This is an optimization exercise on Yosys and OpenROAD, whose aim is small area, a short achievable clock period and few clock cycles per item, not a production implementation.
RTL that was checked went through simulation tests only; none was proved equivalent to the original.
Only the layout flow was run in run 1; the RTL was not checked for function there.

==> flow/design.v (outline; a module is shown in full before it is edited, if it fits) <==
// module esc_mul: 1377 lines
// module esc_div: 96 lines
// module env_sensor_compensation_unit: 425 lines
module env_sensor_compensation_unit #(
	parameter int QUEUE_DEPTH = esc_pkg::QUEUE_DEPTH_DEF
) (
	input  logic                           clk,
	input  logic                           arst_n,
	input  logic                           s_tvalid,
	output logic                           s_tready,
	input  logic [esc_pkg::IN_DATA_W-1:0]  s_tdata,
	output logic                           m_tvalid,
	input  logic                           m_tready,
	output logic [esc_pkg::OUT_DATA_W-1:0] m_tdata,
	input  logic                           cfg_we,
	input  logic [esc_pkg::CFG_IDX_W-1:0]  cfg_index,
	input  logic [esc_pkg::CFG_DATA_W-1:0] cfg_wdata
);
  // ...
==> flow/run.sh <==
#!/bin/bash
# synth_recipe.tcl (not shown) runs the flow's synth.tcl, then flattens the netlist and writes it again
# the make line also repeats each setting of config.mk as NAME=value (left out here)
make -C /OpenROAD-flow-scripts/flow DESIGN_CONFIG=/design/flow/config.mk WORK_HOME=/design/flow/orfs CLKGATE_MAP_FILE= SYNTH_SCRIPT=/design/flow/synth_recipe.tcl finish
==> flow/config.mk <==
export PLATFORM = sky130hd
export DESIGN_NAME = env_sensor_compensation_unit
export DESIGN_NICKNAME = env_sensor_compensation_unit
export VERILOG_FILES = /design/flow/design.v
export SDC_FILE = /design/flow/constraint.sdc
export NUM_CORES = 8
export LEC_CHECK = 0
export ABC_AREA = 1
export CAP_MARGIN = 20
export CORE_MARGIN = 2
export CORE_UTILIZATION = 25
export SLEW_MARGIN = 20
==> flow/constraint.sdc <==
create_clock -name core_clock -period 12.5 [get_ports {clk}]
set_input_delay 2.5000 -clock core_clock [delete_from_list [all_inputs] [get_ports {clk}]]
set_output_delay 2.5000 -clock core_clock [all_outputs]
set_load 0.01 [all_outputs]
==> impl_metrics.env, run 1 <==
export IMPL_cts_path_max_buffers=3
export IMPL_num_rows=219
export IMPL_drc=0
export IMPL_grt_pass1_wl_um=582000
export IMPL_wl_um=422000
export IMPL_cp_startpoint="xsel2_q[2]$_DFF_P_"
export IMPL_tap_cells=4751
export IMPL_tns_ps=0
export IMPL_rsz0062_at_grt="false"
export IMPL_overflow=0
export IMPL_hpwl_um=324000
export IMPL_dpl_instance_area_um2=97400
export IMPL_antenna_left=0
export IMPL_multi_input_cells=6942
export IMPL_clock_latency_ps=860
export IMPL_clk_pin_slew_ps=70
export IMPL_synth_top_family_by_area="compound AO/OA/AOI/OAI gates"
export IMPL_fmax_ghz=0.131
export IMPL_synth_adder_area_share_pct=15.0
export IMPL_fin_crit_sh_pct=61.2
export IMPL_outcome="timing/DRC/antenna clean"
export IMPL_synth_mux_area_share_pct=0.0350
export IMPL_grt_max_degree=89
export IMPL_root_buffer="clkbuf_16"
export IMPL_holdBufCountCts=0
export IMPL_final_cell_mix="nand2_1 (1704), inv_1 (1381), edfxtp_1 (938)"
export IMPL_yosysUniqueCellTypes=88
export IMPL_setup_ws_ps=4850
export IMPL_num_vias=80600
export IMPL_avgSynthCellArea_um2=8.87
export IMPL_slew_headroom_pct=11.5
export IMPL_met2_usage_pct=33.1
==> module env_sensor_compensation_unit, before the edit <==
module env_sensor_compensation_unit #(
	parameter int QUEUE_DEPTH = esc_pkg::QUEUE_DEPTH_DEF
) (
	input  logic                           clk,
	input  logic                           arst_n,
	input  logic                           s_tvalid,
	output logic                           s_tready,
	input  logic [esc_pkg::IN_DATA_W-1:0]  s_tdata,
	output logic                           m_tvalid,
	input  logic                           m_tready,
	output logic [esc_pkg::OUT_DATA_W-1:0] m_tdata,
	input  logic                           cfg_we,
	input  logic [esc_pkg::CFG_IDX_W-1:0]  cfg_index,
	input  logic [esc_pkg::CFG_DATA_W-1:0] cfg_wdata
);
	logic [47:0] cw_t, cw_p13, cw_p46, cw_p79;
	logic [31:0] cw_h13, cw_h46;
	logic [5:0]  cal_v;
	always_ff @(posedge clk) begin
		if (cfg_we) begin
			case (cfg_index)
				3'd0: cw_t   <= cfg_wdata;
				3'd1: cw_p13 <= cfg_wdata;
				3'd2: cw_p46 <= cfg_wdata;
				3'd3: cw_p79 <= cfg_wdata;
				3'd4: cw_h13 <= cfg_wdata[31:0];
				3'd5: cw_h46 <= cfg_wdata[31:0];
				default: ;
			endcase
		end
	end
	always_ff @(posedge clk or negedge arst_n) begin
		if (!arst_n) cal_v <= '0;
		else if (cfg_we && cfg_index < 3'd6) cal_v[cfg_index] <= 1'b1;
	end
	logic [47:0] cal_t, cal_p13, cal_p46, cal_p79;
	logic [31:0] cal_h13, cal_h46;
	assign cal_t   = cw_t   & {48{cal_v[0]}};
	assign cal_p13 = cw_p13 & {48{cal_v[1]}};
	assign cal_p46 = cw_p46 & {48{cal_v[2]}};
	assign cal_p79 = cw_p79 & {48{cal_v[3]}};
	assign cal_h13 = cw_h13 & {32{cal_v[4]}};
	assign cal_h46 = cw_h46 & {32{cal_v[5]}};
	logic [15:0] t1, p1;
	logic signed [15:0] t2, t3, p2, p3, p4, p5, p6, p7, p8, p9, h2;
	logic [7:0] h1, h3;
	logic signed [11:0] h4, h5;
	logic signed [7:0] h6;
	assign t1 = cal_t[15:0];    assign t2 = cal_t[31:16];   assign t3 = cal_t[47:32];
	assign p1 = cal_p13[15:0];  assign p2 = cal_p13[31:16]; assign p3 = cal_p13[47:32];
	assign p4 = cal_p46[15:0];  assign p5 = cal_p46[31:16]; assign p6 = cal_p46[47:32];
	assign p7 = cal_p79[15:0];  assign p8 = cal_p79[31:16]; assign p9 = cal_p79[47:32];
	assign h1 = cal_h13[7:0];   assign h2 = cal_h13[23:8];  assign h3 = cal_h13[31:24];
	assign h4 = cal_h46[11:0];  assign h5 = cal_h46[23:12]; assign h6 = cal_h46[31:24];
	logic [5:0] step_q, step_n;
	logic idle_q, rdy_q, stall, adv;
	logic [2:0] vq;
	logic tv_q;    
	logic div_done;
	logic u_v, u_accwe, u_sub, u_divld, u_qn, u_tfw, u_th, u_th2, u_hh, u_prw;
	logic [4:0] u_asel;
	logic [4:0] u_bsel;
	logic [1:0] u_ssel, u_csel, u_sh;
	logic [2:0] u_xsel;
	logic [2:0] u_dest;
	logic [1:0] u_qnoff, u_prwoff;
	logic [2:0] u_sk1, u_sk2, u_sk3, u_sk4;
	logic [5:0] rom_addr;
	logic r_v, r_accwe, r_sub, r_divld, r_qn, r_tfw, r_th, r_th2, r_hh, r_prw;
	logic [4:0] r_asel;
	logic [4:0] r_bsel;
	logic [1:0] r_ssel, r_csel, r_sh;
	logic [2:0] r_xsel;
	logic [2:0] r_dest;
	logic [1:0] r_qnoff, r_prwoff;
	logic [2:0] r_sk1, r_sk2, r_sk3, r_sk4;
	always_comb begin
		r_v = 1'b0; r_accwe = 1'b0; r_sub = 1'b0; r_divld = 1'b0; r_qn = 1'b0;
		r_tfw = 1'b0; r_th = 1'b0; r_th2 = 1'b0; r_hh = 1'b0; r_prw = 1'b0;
		r_asel = '0; r_bsel = '0; r_ssel = '0; r_csel = '0; r_sh = '0; r_xsel = '0; r_dest = '0;
		r_qnoff = '0; r_prwoff = '0; r_sk1 = '0; r_sk2 = '0; r_sk3 = '0; r_sk4 = '0;
		case (rom_addr)
			6'd0: begin r_v = 1; r_asel = 6; r_bsel = 9; r_dest = 2; r_qnoff = 1; end  
			6'd1: begin r_v = 1; r_asel = 1; r_bsel = 1; r_dest = 5; end  
			6'd2: begin r_v = 1; r_dest = 7; end  
			6'd3: begin r_v = 1; r_asel = 7; r_bsel = 10; r_dest = 6; r_qnoff = 1; end  
			6'd4: begin r_v = 1; r_asel = 2; r_bsel = 2; r_dest = 5; end  
			6'd5: begin r_v = 1; r_ssel = 2; r_csel = 2; r_xsel = 7; r_dest = 1; r_qnoff = 2; r_sk4 = 2; end  
			6'd6: begin r_v = 1; r_asel = 8; r_bsel = 11; r_dest = 6; r_qnoff = 1; r_sk3 = 2; end  
			6'd7: begin r_tfw = 1; r_sk2 = 2; end
			6'd8: begin r_v = 1; r_asel = 9; r_bsel = 12; r_accwe = 1; r_dest = 1; r_prw = 1; r_prwoff = 2; r_sk1 = 2; end  
			6'd9: begin r_v = 1; r_asel = 9; r_bsel = 13; r_sh = 1; r_xsel = 3; r_accwe = 1; r_dest = 1; end  
			6'd10: begin r_v = 1; r_asel = 3; r_bsel = 4; r_dest = 5; r_th = 1; r_th2 = 1; end  
			6'd11: begin r_v = 1; r_asel = 3; r_bsel = 5; r_xsel = 2; r_dest = 2; r_hh = 1; r_sk4 = 3; end  
			6'd12: begin r_v = 1; r_asel = 3; r_bsel = 3; r_sub = 1; r_xsel = 1; r_dest = 7; r_sk3 = 3; end  
			6'd13: begin r_v = 1; r_asel = 10; r_bsel = 16; r_xsel = 6; r_accwe = 1; r_dest = 3; r_sk2 = 3; r_sk4 = 1; end  
			6'd14: begin r_v = 1; r_asel = 13; r_bsel = 17; r_sh = 1; r_xsel = 3; r_accwe = 1; r_dest = 3; r_sk1 = 3; r_sk3 = 1; end  
			6'd15: begin r_v = 1; r_asel = 12; r_bsel = 16; r_sh = 2; r_xsel = 3; r_accwe = 1; r_dest = 3; r_sk2 = 1; end  
			6'd16: begin r_v = 1; r_asel = 4; r_bsel = 6; r_accwe = 1; r_dest = 6; r_sk1 = 1; r_sk4 = 3; end  
			6'd17: begin r_v = 1; r_asel = 4; r_bsel = 7; r_sh = 1; r_xsel = 3; r_accwe = 1; r_dest = 6; r_sk3 = 3; end  
			6'd18: begin r_v = 1; r_asel = 10; r_bsel = 14; r_sub = 1; r_xsel = 5; r_accwe = 1; r_dest = 2; r_sk2 = 3; end  
			6'd19: begin r_v = 1; r_asel = 11; r_bsel = 15; r_sh = 1; r_sub = 1; r_xsel = 3; r_accwe = 1; r_dest = 2; r_sk1 = 3; end  
			6'd20: begin r_v = 1; r_asel = 12; r_bsel = 14; r_sh = 2; r_sub = 1; r_xsel = 3; r_accwe = 1; r_dest = 2; end  
			6'd21: begin r_v = 1; r_asel = 14; r_bsel = 18; r_accwe = 1; r_dest = 4; end  
			6'd22: begin r_v = 1; r_asel = 15; r_bsel = 18; r_sh = 2; r_xsel = 3; r_accwe = 1; r_dest = 4; end  
			6'd23: begin r_v = 1; r_ssel = 1; r_csel = 1; r_dest = 1; r_qn = 1; r_qnoff = 1; r_sk4 = 4; end  
			6'd24: begin r_v = 1; r_asel = 16; r_bsel = 19; r_accwe = 1; r_sk3 = 4; end  
			6'd25: begin r_v = 1; r_asel = 17; r_bsel = 19; r_sh = 2; r_xsel = 3; r_accwe = 1; r_divld = 1; r_sk2 = 4; r_sk4 = 7; end  
			6'd26: begin r_v = 1; r_asel = 18; r_bsel = 20; r_accwe = 1; r_dest = 2; r_qnoff = 1; r_sk1 = 4; r_sk3 = 7; end  
			6'd27: begin r_v = 1; r_asel = 19; r_bsel = 20; r_sh = 2; r_xsel = 3; r_accwe = 1; r_dest = 2; r_qnoff = 1; r_sk2 = 7; end  
			6'd28: begin r_v = 1; r_asel = 20; r_bsel = 21; r_accwe = 1; r_dest = 3; r_qnoff = 1; r_sk1 = 7; end  
			6'd29: begin r_v = 1; r_asel = 21; r_bsel = 21; r_sh = 2; r_xsel = 3; r_accwe = 1; r_dest = 3; r_qnoff = 1; r_sk4 = 5; end  
			6'd30: begin r_v = 1; r_asel = 5; r_bsel = 8; r_xsel = 4; r_dest = 5; r_sk3 = 5; r_sk4 = 5; end  
			6'd31: begin r_v = 1; r_asel = 22; r_bsel = 22; r_accwe = 1; r_dest = 4; r_qnoff = 1; r_sk2 = 5; r_sk3 = 5; r_sk4 = 6; end  
			6'd32: begin r_v = 1; r_asel = 22; r_bsel = 23; r_sh = 1; r_xsel = 3; r_accwe = 1; r_dest = 4; r_qnoff = 1; r_sk1 = 5; r_sk2 = 5; r_sk3 = 6; r_sk4 = 6; end  
			6'd33: begin r_v = 1; r_asel = 22; r_bsel = 24; r_sh = 2; r_xsel = 3; r_accwe = 1; r_dest = 4; r_qnoff = 1; r_sk1 = 5; r_sk2 = 6; r_sk3 = 6; end  
			6'd34: begin r_v = 1; r_asel = 22; r_bsel = 25; r_sh = 3; r_xsel = 3; r_accwe = 1; r_dest = 4; r_qnoff = 1; r_sk1 = 6; r_sk2 = 6; end  
			6'd35: begin r_v = 1; r_asel = 23; r_bsel = 22; r_sh = 2; r_xsel = 3; r_accwe = 1; r_dest = 4; r_qnoff = 1; r_sk1 = 6; end  
			6'd36: begin r_v = 1; r_asel = 23; r_bsel = 23; r_sh = 3; r_xsel = 3; r_accwe = 1; r_dest = 4; r_qnoff = 1; end  
			default: ;
		endcase
	end
	assign rom_addr = (!adv) ? step_q : body_end ? '0 : step_n;
	always_ff @(posedge clk) begin
		u_v <= r_v; u_accwe <= r_accwe; u_sub <= r_sub; u_divld <= r_divld; u_qn <= r_qn;
		u_tfw <= r_tfw; u_th <= r_th; u_th2 <= r_th2; u_hh <= r_hh; u_prw <= r_prw;
		u_asel <= r_asel; u_bsel <= r_bsel; u_ssel <= r_ssel; u_csel <= r_csel; u_sh <= r_sh;
		u_xsel <= r_xsel; u_dest <= r_dest; u_qnoff <= r_qnoff; u_prwoff <= r_prwoff;
		u_sk1 <= r_sk1; u_sk2 <= r_sk2; u_sk3 <= r_sk3; u_sk4 <= r_sk4;
	end
	logic c_pb17, c_a18, c_aa37, c_qv37, c_qv32, c_c937, c_pq37;
	logic [7:0] cv;
	assign cv = {c_pq37, c_c937, c_qv32, c_qv37, c_aa37, c_a18, c_pb17, 1'b0};
	logic sk1, sk2, sk3, sk4;
	assign sk1 = cv[u_sk1];
	assign sk2 = cv[u_sk2];
	assign sk3 = cv[u_sk3];
	assign sk4 = cv[u_sk4];
	always_comb begin
		if (sk1 && sk2 && sk3 && sk4) step_n = step_q + 6'd5;
		else if (sk1 && sk2 && sk3) step_n = step_q + 6'd4;
		else if (sk1 && sk2) step_n = step_q + 6'd3;
		else if (sk1)        step_n = step_q + 6'd2;
		else                 step_n = step_q + 6'd1;
	end
	logic body_end;
	assign body_end = (7'(step_n) >= 7'd37);
	assign stall = idle_q
		|| (u_qn && vq[u_qnoff] && !div_done)
		|| (u_prw && vq[u_prwoff] && (tv_q || prw_q));
	assign adv = !stall;
	always_ff @(posedge clk or negedge arst_n) begin
		if (!arst_n) begin
			step_q <= '0;
			idle_q <= 1'b1;
			rdy_q  <= 1'b0;
			vq     <= '0;
		end else begin
			if (rdy_q && s_tvalid) rdy_q <= 1'b0;
			if (idle_q) begin
				if (s_tvalid) begin
					idle_q <= 1'b0;
					rdy_q  <= 1'b1;
					vq     <= {vq[1:0], 1'b1};
				end
			end else if (adv) begin
				if (body_end) begin
					step_q <= '0;
					vq     <= {vq[1:0], s_tvalid};
					if (!s_tvalid && vq[1:0] == '0) idle_q <= 1'b1;
					else rdy_q <= s_tvalid;
				end else begin
					step_q <= step_n;
				end
			end
		end
	end
	assign s_tready = rdy_q;
	logic [16:0] in_t;
	logic [17:0] kx_q, kx_c;       
	logic signed [22:0] nbk_q, nbk_c;   
	assign kx_c  = 18'(1) - 18'({h4, 6'b0});
	assign nbk_c = 23'sd1048576 - 23'($signed({p4, 4'b0}));
	always_ff @(posedge clk) begin
		if (rdy_q && s_tvalid) begin
			in_t  <= s_tdata[39:23];
			kx_q  <= {2'b0, s_tdata[55:40]} + kx_c;
			nbk_q <= nbk_c - $signed({3'b0, s_tdata[19:0]});
		end
	end
	logic [63:0] g0_q;    
	logic [63:0] g1_q;    
	logic [55:0] g2_q;    
	logic [38:0] g3_q;    
	logic [21:0] g4_q;    
	logic [27:0] g5_q;    
	logic [20:0] g6_q;    
	logic [63:0] r_alu, acc_q;
	logic signed [21:0] tf_q;
	logic signed [17:0] e1;
	logic signed [16:0] dt;
	logic signed [22:0] hvb, av;
	logic [63:0] nbi;
	assign e1  = $signed({1'b0, in_t}) - $signed({1'b0, t1, 1'b0});
	assign dt  = $signed({1'b0, in_t[16:1]}) - $signed({1'b0, t1});
	assign hvb = 23'(tf_q) - 23'sd76800;
	assign av  = 23'(tf_q) - 23'sd128000;
	assign nbi = 64'($signed(nbk_q)) <<< 31;
	assign c_a18  = (av[22:17] == {6{av[17]}});
	assign c_pb17 = (g4_q[21:16] == {6{g4_q[16:16]}});
	assign c_aa37 = (g0_q[45:36] == 10'd0);
	assign c_qv37 = (g0_q[63:49] == {15{g0_q[49:49]}});
	assign c_qv32 = (g0_q[63:44] == {20{g0_q[44:44]}});
	assign c_pq37 = (g0_q[63:36] == {28{g0_q[36:36]}});
	assign c_c937 = (g1_q[63:36] == {28{g1_q[36:36]}});
	logic [36:0] opa;
	logic [17:0] opb;
	always_comb begin
		case (u_asel)
			5'd0: opa = 37'($signed(e1));  
			5'd1: opa = 37'($signed(dt));  
			5'd2: opa = 37'($signed(g4_q[21:2]));  
			5'd3: opa = 37'($signed(hvb));  
			5'd4: opa = 37'($signed(g1_q[31:11]));  
			5'd5: opa = {15'b0, ~g5_q[27:27], g5_q[26:6]};  
			5'd6: opa = 37'($signed(g4_q[21:4]));  
			5'd7: opa = 37'($signed(g1_q[31:15]));  
			5'd8: opa = 37'($signed(g5_q[27:3]));  
			5'd9: opa = 37'($signed(av));  
			5'd10: opa = (c_aa37 ? g0_q[36:0] : {5'b0, g0_q[31:0]});  
			5'd11: opa = 37'($signed({av, 1'b0}));  
			5'd12: opa = {23'b0, g0_q[45:32]};  
			5'd13: opa = 37'($signed({av, 4'b0}));  
			5'd14: opa = {5'b0, g2_q[31:0]};  
			5'd15: opa = 37'($signed(g2_q[55:32]));  
			5'd16: opa = {5'b0, g1_q[31:0]};  
			5'd17: opa = 37'($signed(g1_q[63:32]));  
			5'd18: opa = (c_qv37 ? g0_q[49:13] : {5'b0, g0_q[44:13]});  
			5'd19: opa = {18'b0, g0_q[63:45]};  
			5'd20: opa = (c_pq37 ? g0_q[36:0] : {5'b0, g0_q[31:0]});  
			5'd21: opa = {5'b0, g0_q[63:32]};  
			5'd22: opa = (c_c937 ? g1_q[36:0] : {5'b0, g1_q[31:0]});  
			5'd23: opa = {5'b0, g1_q[63:32]};  
			default: opa = '0;
		endcase
		case (u_bsel)
			5'd0: opb = 18'($signed(t2));  
			5'd1: opb = 18'($signed(dt));  
			5'd2: opb = 18'($signed(t3));  
			5'd3: opb = 18'($signed(h5));  
			5'd4: opb = 18'($signed(h6));  
			5'd5: opb = {10'b0, h3};  
			5'd6: opb = {{2{c_pb17 & g4_q[16:16]}}, g4_q[15:0]};  
			5'd7: opb = 18'($signed(g4_q[21:16]));  
			5'd8: opb = 18'($signed(h2));  
			5'd9: opb = 18'($signed(g6_q[20:4]));  
			5'd10: opb = 18'($signed(g1_q[31:15]));  
			5'd11: opb = {10'b0, h1};  
			5'd12: opb = {c_a18 ? av[17:16] : 2'b00, av[15:0]};  
			5'd13: opb = 18'($signed(av[22:16]));  
			5'd14: opb = 18'($signed(p6));  
			5'd15: opb = 18'($signed(p5));  
			5'd16: opb = 18'($signed(p3));  
			5'd17: opb = 18'($signed(p2));  
			5'd18: opb = {2'b0, p1};  
			5'd19: opb = 18'd3125;  
			5'd20: opb = 18'($signed(p9));  
			5'd21: opb = 18'($signed(p8));  
			5'd22: opb = {2'b0, g0_q[28:13]};  
			5'd23: opb = {{2{c_qv32 & g0_q[44:44]}}, g0_q[44:29]};  
			5'd24: opb = {2'b0, g0_q[60:45]};  
			5'd25: opb = {2'b0, {13{g0_q[63:63]}}, g0_q[63:61]};  
			default: opb = '0;
		endcase
	end
	logic [36:0] a_q;
	logic [8:0]  bneg_q, bone_q, btwo_q;    
	logic [63:0] s_q, c_q, mul_s, mul_c;
	logic v1_q, accwe1_q, sub1_q, divld1_q, qn1_q;
	logic [1:0] ssel1_q, csel1_q, sh1_q;
	logic [2:0] xsel1_q, xsel2_q;
	logic [2:0] dest1_q, dest2_q;
	logic v2_q, accwe2_q, sub2_q, divld2_q, cin2_q;
	logic qcin;
	always_ff @(posedge clk or negedge arst_n) begin
		if (!arst_n) begin
			v1_q <= 1'b0; v2_q <= 1'b0;
		end else begin
			v1_q <= u_v && adv;
			v2_q <= v1_q;
		end
	end
	always_ff @(posedge clk) begin
		a_q <= opa;
		for (int i = 0; i < 9; i++) begin
			bneg_q[i] <= opb[2*i+1];
			bone_q[i] <= opb[2*i] ^ ((i == 0) ? 1'b0 : opb[2*i-1]);
			btwo_q[i] <= (opb[2*i+1] & ~opb[2*i] & ~((i == 0) ? 1'b0 : opb[2*i-1]))
				| (~opb[2*i+1] & opb[2*i] & ((i == 0) ? 1'b0 : opb[2*i-1]));
		end
		accwe1_q <= u_accwe; sub1_q <= u_sub; divld1_q <= u_divld; qn1_q <= u_qn;
		ssel1_q <= u_ssel; csel1_q <= u_csel; sh1_q <= u_sh; xsel1_q <= u_xsel; dest1_q <= u_dest;
		accwe2_q <= accwe1_q; sub2_q <= sub1_q; divld2_q <= divld1_q;
		xsel2_q <= xsel1_q; dest2_q <= dest1_q;
		cin2_q <= sub1_q | (qn1_q & qcin);
	end
	logic [63:0] s1, c1, ys, yc;
	always_comb begin
		case (ssel1_q)
			2'd1:    s1 = zq;
			2'd2:    s1 = 64'($signed(g2_q[55:11]));
			default: s1 = mul_s;
		endcase
		case (csel1_q)
			2'd1:    c1 = '0;
			2'd2:    c1 = 64'($signed(g3_q[38:0]));
			default: c1 = mul_c;
		endcase
		case (sh1_q)
			2'd1:    begin ys = {s1[47:0], 16'b0}; yc = {c1[47:0], 16'b0}; end
			2'd2:    begin ys = {s1[31:0], 32'b0}; yc = {c1[31:0], 32'b0}; end
			2'd3:    begin ys = {s1[15:0], 48'b0}; yc = {c1[15:0], 48'b0}; end
			default: begin ys = s1; yc = c1; end
		endcase
		if (sub1_q) begin ys = ~ys; yc = ~yc; end
	end
	esc_mul u_mul (.a(a_q), .bneg(bneg_q), .bone(bone_q), .btwo(btwo_q), .s(mul_s), .c(mul_c));
	logic [63:0] zq;
	always_ff @(posedge clk) begin
		s_q <= ys;
		c_q <= yc;
	end
	logic [63:0] xv, csa_s, csa_c;
	always_comb begin
		case (xsel2_q)
			3'd0: xv = 64'd0;  
			3'd1: xv = {32'b0, kx_q, 14'b0};  
			3'd2: xv = 64'd1 << 26;  
			3'd3: xv = acc_q;  
			3'd4: xv = 64'd1 << 13;  
			3'd5: xv = nbi;  
			3'd6: xv = 64'd1 << 55;  
			3'd7: xv = g0_q[63:0];  
			default: xv = '0;
		endcase
		csa_s = xv ^ s_q ^ c_q;
		csa_c = (xv & s_q) | (xv & c_q) | (s_q & c_q);
		r_alu = csa_s + {csa_c[62:0], sub2_q} + {63'b0, cin2_q};
	end
	always_ff @(posedge clk) begin
		if (v2_q && accwe2_q) acc_q <= r_alu;
		if (v2_q && dest2_q == 3'd1) g0_q <= r_alu[63:0];
		if (v2_q && dest2_q == 3'd2) g1_q <= r_alu[63:0];
		if (v2_q && dest2_q == 3'd3) g2_q <= r_alu[63:8];
		if (v2_q && dest2_q == 3'd4) g3_q <= r_alu[63:25];
		if (v2_q && dest2_q == 3'd5) g4_q <= r_alu[31:10];
		if (v2_q && dest2_q == 3'd6) g5_q <= r_alu[31:4];
		if (v2_q && dest2_q == 3'd7) g6_q <= r_alu[31:11];
		if (adv && u_tfw) tf_q <= 22'($signed(g6_q[20:0])) + 22'($signed(g4_q[21:4]));
	end
	logic pvk_q, dpv;
	esc_div u_div (
		.clk    (clk),
		.arst_n (arst_n),
		.load   (v2_q && divld2_q),
		.num    (r_alu),
		.x1     (g3_q[38:8]),
		.done   (div_done),
		.zq     (zq),
		.qcin   (qcin),
		.pv     (dpv)
	);
	always_ff @(posedge clk) begin
		if (v1_q && qn1_q) pvk_q <= dpv;
	end
	logic [23:0] o_temp, th_q, th1_q;
	logic        prw_q;    
	logic [16:0] hh_q;
	logic [16:0] o_hum;
	logic [31:0] o_pres;
	logic        o_pv;
	logic signed [24:0] tt;
	logic [23:0] temp_sat;
	assign tt = (25'($signed(tf_q)) * 25'sd5 + 25'sd128) >>> 8;
	assign temp_sat = tt[23:0];
	logic [31:0] hv;
	logic [16:0] hum_c;
	assign hv = g1_q[31:0] - 32'($signed(g5_q[27:0]));
	always_comb begin
		if (hv[31])                   hum_c = 17'd0;
		else if (hv > 32'd419430400)  hum_c = 17'd102400;
		else                          hum_c = hv[28:12];
	end
	logic [56:0] pr;
	logic [31:0] pres_sat;
	assign pr = 57'($signed(g0_q[63:8])) + 57'($signed({p7, 4'b0}));
	always_comb begin
		if (pr[56])             pres_sat = 32'd0;
		else if (|pr[55:32])    pres_sat = 32'hFFFFFFFF;
		else                    pres_sat = pr[31:0];
	end
	always_ff @(posedge clk) begin
		if (adv && u_th) th1_q <= temp_sat;
		if (adv && u_th2) th_q <= th1_q;
		if (adv && u_hh) hh_q <= hum_c;
		if (prw_q) begin
			o_temp <= th_q;
			o_hum  <= hh_q;
			o_pres <= pvk_q ? pres_sat : 32'd0;
			o_pv   <= pvk_q;
		end
	end
	always_ff @(posedge clk or negedge arst_n) begin
		if (!arst_n) begin
			tv_q  <= 1'b0;
			prw_q <= 1'b0;
		end else begin
			prw_q <= adv && u_prw && vq[u_prwoff];
			if (prw_q) tv_q <= 1'b1;
			else if (m_tready) tv_q <= 1'b0;
		end
	end
	assign m_tvalid = tv_q;
	assign m_tdata  = {6'b0, o_hum, o_pv, o_pres, o_temp};
endmodule
==> run 2, diff against run 1 <==
--- a/flow/design.v
+++ b/flow/design.v
@@ -1708,7 +1708,7 @@
 	logic signed [16:0] dt;
 	logic signed [22:0] hvb, av;
 	logic [63:0] nbi;
-	assign e1  = $signed({1'b0, in_t}) - $signed({1'b0, t1, 1'b0});
+	assign e1  = {dt, in_t[0]};    
 	assign dt  = $signed({1'b0, in_t[16:1]}) - $signed({1'b0, t1});
 	assign hvb = 23'(tf_q) - 23'sd76800;
 	assign av  = 23'(tf_q) - 23'sd128000;
--- a/flow/config.mk
+++ b/flow/config.mk
@@ -9,4 +9,6 @@
 export CAP_MARGIN = 20
 export CORE_MARGIN = 2
 export CORE_UTILIZATION = 25
+export GPL_TIMING_DRIVEN = 1
+export SETUP_SLACK_MARGIN = 5
 export SLEW_MARGIN = 20
==> impl_metrics.env, run 2 <==
export IMPL_outcome="timing/DRC/antenna clean"
export IMPL_grt_pass1_wl_um=588000
export IMPL_tns_ps=0
export IMPL_synth_top_area_cell="edfxtp_1"
export IMPL_ctsHtreeMaxLevel=4
export IMPL_clk_pin_slew_ps=70
export IMPL_antenna_found_initial=51
export IMPL_slew_viol_final=0
export IMPL_cts_inserted_buffers=144
export IMPL_crit_chain="nand2_1, nor2_4, a22oi_1, fa_1, inv_1, fa_1, fa_1, nand3_1, nand3_1, a21oi_1, o21ai_1, a21boi_1, o21ai_2, nand3_1, nand2_1, a21oi_1, o21ai_0, nand3_1, nand2_1, xor2_2"
export IMPL_fin_crit_sh_pct=60.1
export IMPL_overflow=0
export IMPL_fp_coreArea_um2=356000
export IMPL_drt_first_iter_violations=12100
export IMPL_syn_cell_area_um2=89300
export IMPL_finalSetupViolCount=0
export IMPL_ys_flop_type="edfxtp_1"
export IMPL_multiInputGateArea_um2=48100
export IMPL_synth_most_common_cell="nand2_1"
export IMPL_final_cell_mix="nand2_1 (1552), inv_1 (1371), edfxtp_1 (938)"
export IMPL_drtPass1Iterations=8
export IMPL_dp_slack_ps=4840
export IMPL_grt_max_degree=106
export IMPL_setup_ws_ps=4980
export IMPL_startpoint_type="register"
export IMPL_hp_class="reg2reg"
export IMPL_critical_path_required_ps=12940
export IMPL_skew_ps=69.0
export IMPL_first_global_vias=74500
export IMPL_slew_headroom_pct=8.74
export IMPL_grt_use_met3_pct=8.04
export IMPL_grt_usage_pct=22.8
export IMPL_wl_um=430000
export IMPL_yosys_top_cells_count="nand2_1 (1553), inv_1 (1375), edfxtp_1 (938), xor2_1 (714), nor2_1 (582)"
export IMPL_area_growth_syn_to_layout_pct=14.9
export IMPL_synth_cells=10000
export IMPL_drv_cap=0
export IMPL_gp_congestion=1.11
export IMPL_vias_per_cell=5.38
export IMPL_slowest_stage="xor2_2"
export IMPL_fill_cells=38100
export IMPL_ios=194
export IMPL_final_common_cell="nand2_1"
export IMPL_avgRoutedWirePerCell_um=28.6
export IMPL_rsz0062_at_grt="true"
export IMPL_cp_max_fo=11
export IMPL_synth_top_area_share_pct=31.5
export IMPL_final_util_pct=28.8
export IMPL_worst_setup_path_type="reg2reg"
export IMPL_cts_tree="built"
export IMPL_yosysUniqueCellTypes=89
export IMPL_period_minus_slack_ps=7520
export IMPL_crit_top_cell="nand3_1"
export IMPL_root_buffer="clkbuf_16"
export IMPL_cts_path_max_buffers=3
export IMPL_cp_arrival_ps=7960
export IMPL_antenna_left=0
export IMPL_fmax_ghz=0.133
export IMPL_drc=0
export IMPL_hpwl_um=331000
export IMPL_start_util_pct=25.1
export IMPL_cpPeakStageDelay_ps=1000
export IMPL_synth_edf_count=938
export IMPL_ys_seq_elements=1251
export IMPL_clock_latency_ps=860
export IMPL_drive_above_1_share_pct=6.63
export IMPL_worst_slew_pin_slew_ps=1350
export IMPL_die_area_um2=362000
export IMPL_cp_end_kind="register"
export IMPL_busiest_layer="met2"
export IMPL_synth_area_leaders="edfxtp_1 (32%), fa_1 (7.8%), ha_1 (7.2%)"
export IMPL_die_w_um=602
export IMPL_grtUsageMet1_pct=30.0
export IMPL_num_vias=81000
export IMPL_cts_sinks=1251
export IMPL_met2_usage_pct=31.9
export IMPL_synth_seq_area_share_pct=38.7
export IMPL_ff_latch_area_um2=34600
export IMPL_synthArstFlopShare_pct=2.16
export IMPL_yosysWarnings=2
export IMPL_portBuffers=184
export IMPL_final_nets=11100
export IMPL_hold_violations=0
export IMPL_die_y_um=602
export IMPL_avgSynthCellArea_um2=8.93
export IMPL_num_rows=219
[run 2: final timing paths]
path	from	to	slack [ps]	depth (start not counted)
max	xsel2_q[1]$_DFF_P_	g0_q[40]$_DFFE_PP_	4980	20
min	u_accwe$_DFF_P_	accwe1_q$_DFF_P_	310	0
max reg2reg	xsel2_q[1]$_DFF_P_	g0_q[40]$_DFFE_PP_	4980	20
min reg2reg	u_accwe$_DFF_P_	accwe1_q$_DFF_P_	310	0
max in group asynchronous	arst_n	prw_q$_DFF_PN0_	10300	1
min in group asynchronous	arst_n	cal_v[5]$_DFFE_PN0P_	1680	1
[run 2: through the flow]
step,hold slack (ps),cell area [µm²],std cells
after detailed placement,314,97400,14700
after floorplan,310,89300,10000
final,308,103000,15000
after CTS,323,102000,15000
after global routing,316,103000,15000
after global placement,312,97400,14700
[run 2: layout make-up]
class	instances	area share (%)
Tap cell	4751	5.80
Inverter	1483	5.44
Clock inverter	85	1.02
Sequential cell	1251	33.7
Multi-Input combinational cell	6876	46.9
Antenna cell	39	0.0952
Clock buffer	178	3.74
Timing Repair Buffer	379	3.26
[run 2: layer usage]
metal	part of all wire [%]	wire length (µm)
met1	40	172000
met2	40	172000
met3	13	56100
met4	7.0	30000
met5	0.051	221
[run 2: logic make-up (layout without fill, tap and decap cells)]
kind of cell               count (synthesis)  after routing  synth area share, %
and+or+nand+nor                         2816           2817                 13.5
AOI/OAI and AO/OA                       2358           2358                 16.5
buffers and inverters                   1879           2125                 8.07
DFF                                     1251           1251                 38.7
adders and majority gates                861            861                 15.0
xor gates and xnor gates                 833            833                 8.19
other                                      1             45              0.00420
muxes                                      1              1               0.0126
[run 2: what timing repair did]
item	4_1_cts	5_1_grt
hold buffers	0	0
pin swaps	1	0
hold endpoints to repair	0	0
gates resized for setup	2	5
endpoints found under the setup margin	6	88
buffers inserted	0	2
gates cloned	1	0
[run 2: worst max-delay path, delay by kind of cell (launching register included)]
kind	cells	cell delay, ps
AO/OA/AOI/OAI	7	2460
XOR/XNOR	1	1000
adder cells (fa/ha/maj)	3	1480
buffers and inverters	1	50
flip-flops	1	470
AND/OR/NAND/NOR	8	1630
Testbench counts of run 2, summed over its fixed seeds: cycles 21,236, items 768.
==> run 3, diff against run 2 <==
--- a/flow/config.mk
+++ b/flow/config.mk
@@ -5,10 +5,10 @@
 export SDC_FILE = /design/flow/constraint.sdc
 export NUM_CORES = 8
 export LEC_CHECK = 0
-export ABC_AREA = 1
+export ABC_AREA = 0
+export ABC_CLOCK_PERIOD_IN_PS = 4000
 export CAP_MARGIN = 20
 export CORE_MARGIN = 2
 export CORE_UTILIZATION = 25
-export GPL_TIMING_DRIVEN = 1
 export SETUP_SLACK_MARGIN = 5
 export SLEW_MARGIN = 20
==> impl_metrics.env, run 3 <==
export IMPL_avgSynthCellArea_um2=9.97
export IMPL_wl_um=389000
export IMPL_cts_tree="built"
export IMPL_hp_class="reg2reg"
export IMPL_cts_path_max_buffers=3
export IMPL_cp_max_fo=36
export IMPL_synth_seq_area_share_pct=39.2
export IMPL_ys_seq_elements=1251
export IMPL_grt_pass1_wl_um=539000
export IMPL_yosysWarnings=2
export IMPL_area_growth_syn_to_layout_pct=14.4
export IMPL_synth_mux_area_share_pct=1.80
export IMPL_fin_crit_sh_pct=58.2
export IMPL_drt_first_iter_violations=11400
export IMPL_final_common_cell="edfxtp_1"
export IMPL_synth_compound_area_share_pct=19.1
export IMPL_setup_ws_ps=5220
export IMPL_final_util_pct=28.7
export IMPL_synth_xor_area_share_pct=8.81
export IMPL_dpl_instance_area_um2=95900
export IMPL_synth_top_area_cell="edfxtp_1"
export IMPL_drc=0
export IMPL_num_rows=218
export IMPL_yosys_top_cells_count="edfxtp_1 (938), inv_1 (737), nand2_1 (721), xor2_1 (515), ha_1 (513)"
export IMPL_overflow=0
export IMPL_worst_setup_path_type="reg2reg"
export IMPL_vias_per_cell=5.50
export IMPL_ff_latch_area_um2=34600
export IMPL_ys_flop_type="edfxtp_1"
export IMPL_portBuffers=184
export IMPL_rsz0062_at_grt="false"
export IMPL_dp_slack_ps=4380
export IMPL_multiInputGateArea_um2=49300
export IMPL_root_buffer="clkbuf_16"
export IMPL_grt_usage_pct=21.0
export IMPL_final_nets=9843
export IMPL_hpwl_um=286000
export IMPL_synth_top_family_by_area="compound AO/OA/AOI/OAI gates"
export IMPL_skew_ps=64.4
export IMPL_finalSetupViolCount=0
export IMPL_synthSimpleGateAreaFrac_pct=10.2
export IMPL_num_vias=75000
export IMPL_cp_arrival_ps=7950
export IMPL_die_w_um=598
export IMPL_fmax_ghz=0.137
export IMPL_drive_above_1_share_pct=7.51
export IMPL_drv_cap=0
export IMPL_gp_congestion=1.04
export IMPL_die_area_um2=357000
export IMPL_hold_violations=0
export IMPL_fill_cells=36700
export IMPL_antenna_left=0
export IMPL_cp_end_kind="register"
export IMPL_syn_cell_area_um2=88100
export IMPL_yosysUniqueCellTypes=104
export IMPL_final_cell_mix="edfxtp_1 (938), inv_1 (735), nand2_1 (721)"
export IMPL_slew_headroom_pct=11.5
export IMPL_synth_top_area_share_pct=32.0
export IMPL_period_minus_slack_ps=7280
export IMPL_avgRoutedWirePerCell_um=28.5
export IMPL_worst_slew_pin_slew_ps=1320
export IMPL_holdBufCountCts=0
export IMPL_ctsHtreeMaxLevel=4
export IMPL_first_global_vias=69700
export IMPL_slew_viol_final=0
export IMPL_synth_most_common_cell="edfxtp_1"
export IMPL_critical_path_required_ps=13170
export IMPL_outcome="timing/DRC/antenna clean"
export IMPL_die_y_um=598
export IMPL_synthArstFlopShare_pct=2.16
export IMPL_ios=194
export IMPL_cts_sinks=1251
export IMPL_synth_edf_count=938
export IMPL_cts_inserted_buffers=143
export IMPL_fp_coreArea_um2=352000
export IMPL_synth_cells=8841
export IMPL_grt_max_degree=81
export IMPL_synth_adder_area_share_pct=15.2
export IMPL_tns_ps=0
export IMPL_drtPass1Iterations=10
export IMPL_final_cell_area_um2=101000
export IMPL_clk_pin_slew_ps=70
export IMPL_fin_hold_ws_ps=324
export IMPL_antenna_found_initial=43
export IMPL_startpoint_type="register"
export IMPL_start_util_pct=25.1
export IMPL_clock_latency_ps=850
export IMPL_synth_area_leaders="edfxtp_1 (32%), fa_1 (7.9%), ha_1 (7.3%)"
[run 3: changes by cell type in the layout (fill, tap and decap cells not counted), sizes merged, moves of 67 or more]
cell    before  now
a21o        27  132
a22o        21   94
a22oi       35  480
inv       1426  754
mux2i        0  103
nand2     1593  722
nand3      349  153
nor2       601  460
nor2b        0   67
o21ai      585  422
o221ai     108   15
o22ai      471   42
xnor2      119  372
xor2       714  515
[run 3: stage by stage]
| stage | cells |
|---|---|
| final | 13600 |
| after global routing | 13600 |
| after CTS | 13600 |
| after detailed placement | 13300 |
| after global placement | 13300 |
| after floorplan | 8846 |
[run 3: final cells by class]
| class | instances | area share (%) |
|---|---|---|
| antenna | 29 | 0.0720 |
| clock buffer | 178 | 3.82 |
| clock inverter | 87 | 0.829 |
| inverter | 742 | 2.77 |
| multi-input combinational | 6309 | 48.9 |
| sequential | 1251 | 34.3 |
| tap | 4620 | 5.73 |
| timing repair buffer | 423 | 3.61 |
[run 3: path summary, 6_finish.rpt]
path	slack [ps]	cells after the start	to	startpoint
min in group asynchronous	1770	2	cal_v[1]$_DFFE_PN0P_	arst_n
worst max register to register	5220	23	u_div.z_q[62]$_DFFE_PP_	xsel2_q[0]$_DFF_P_
worst min register to register	320	0	accwe1_q$_DFF_P_	u_accwe$_DFF_P_
worst max-delay path	5220	23	u_div.z_q[62]$_DFFE_PP_	xsel2_q[0]$_DFF_P_
max in group asynchronous	10190	2	prw_q$_DFF_PN0_	arst_n
worst min-delay path	320	0	accwe1_q$_DFF_P_	u_accwe$_DFF_P_
[run 3: cells by family (layout without fill, tap and decap cells)]
kind of cell	after synthesis	count (layout)
other cells	1	35
buf+inv	1286	1430
fa+ha+maj	861	861
flops	1251	1251
xor+xnor	887	887
simple gates	1949	1949
compound gates	2456	2456
mux	150	150
[run 3: what timing repair did]
action                                 CTS  global route
setup endpoints to repair               52            90
endpoints found under the hold margin    0             0
pin swaps                                0             1
resized for setup                        7            11
buffers inserted                         0             6
[run 3: worst max-delay path, stage by stage, from the launching register on]
cell,delay [ps]
dfxtp_2,320
buf_4,400
and2_2,490
nand2_1,120
fa_1,510
inv_1,50
fa_1,410
fa_1,480
a21o_1,180
a21oi_1,220
o21bai_1,100
a21o_1,210
a21oi_1,450
o211ai_1,310
nand3_1,250
a21o_1,280
a21oi_1,190
o41ai_4,380
buf_4,220
o21ai_0,220
a221oi_1,360
o21bai_1,150
xor2_2,500
mux2_2,260
[run 3: layer usage]
metal	up-vias	track usage (%)	part of all wire (%)	wire [µm]
li1	32100	-	-	-
met1	36700	27.3	39	152000
met2	5050	30.0	41	160000
met3	1121	6.47	12	47400
met4	14	13.5	7.6	29600
met5	-	0	0.023	88

port drivers added, routing unchanged:
The flow's constraints put no driver on any port. The routed layouts listed below were extracted and timed again, unchanged, in two steps. Step 1: set_driving_cell puts a clkbuf_16 on clk and a buf_2 on each other input, an assumption about the parent block. Step 2 times the ports against the registers' clock, not the clock port: input delays grow and output delays shrink by t, the midpoint of the rising clock arrivals with the driver on. Three values: ideal, step 1, step 2; two values: the first two.
| run | t, ns | setup WS [ns] | hold slack, ns | pins driven straight from the clock port |
|---|---|---|---|---|
| run 1 | 0.902 | 4.854 / 4.854 / 4.854 | 0.326 / 0.326 / 0.326 | 1 |
| run 2 | 0.934 | 4.985 / 4.985 / 4.985 | 0.308 / 0.308 / 0.308 | 1 |
| run 3 | 0.925 | 5.224 / 5.224 / 5.224 | 0.324 / 0.324 / 0.324 | 1 |
After both steps every run listed still meets setup and hold.
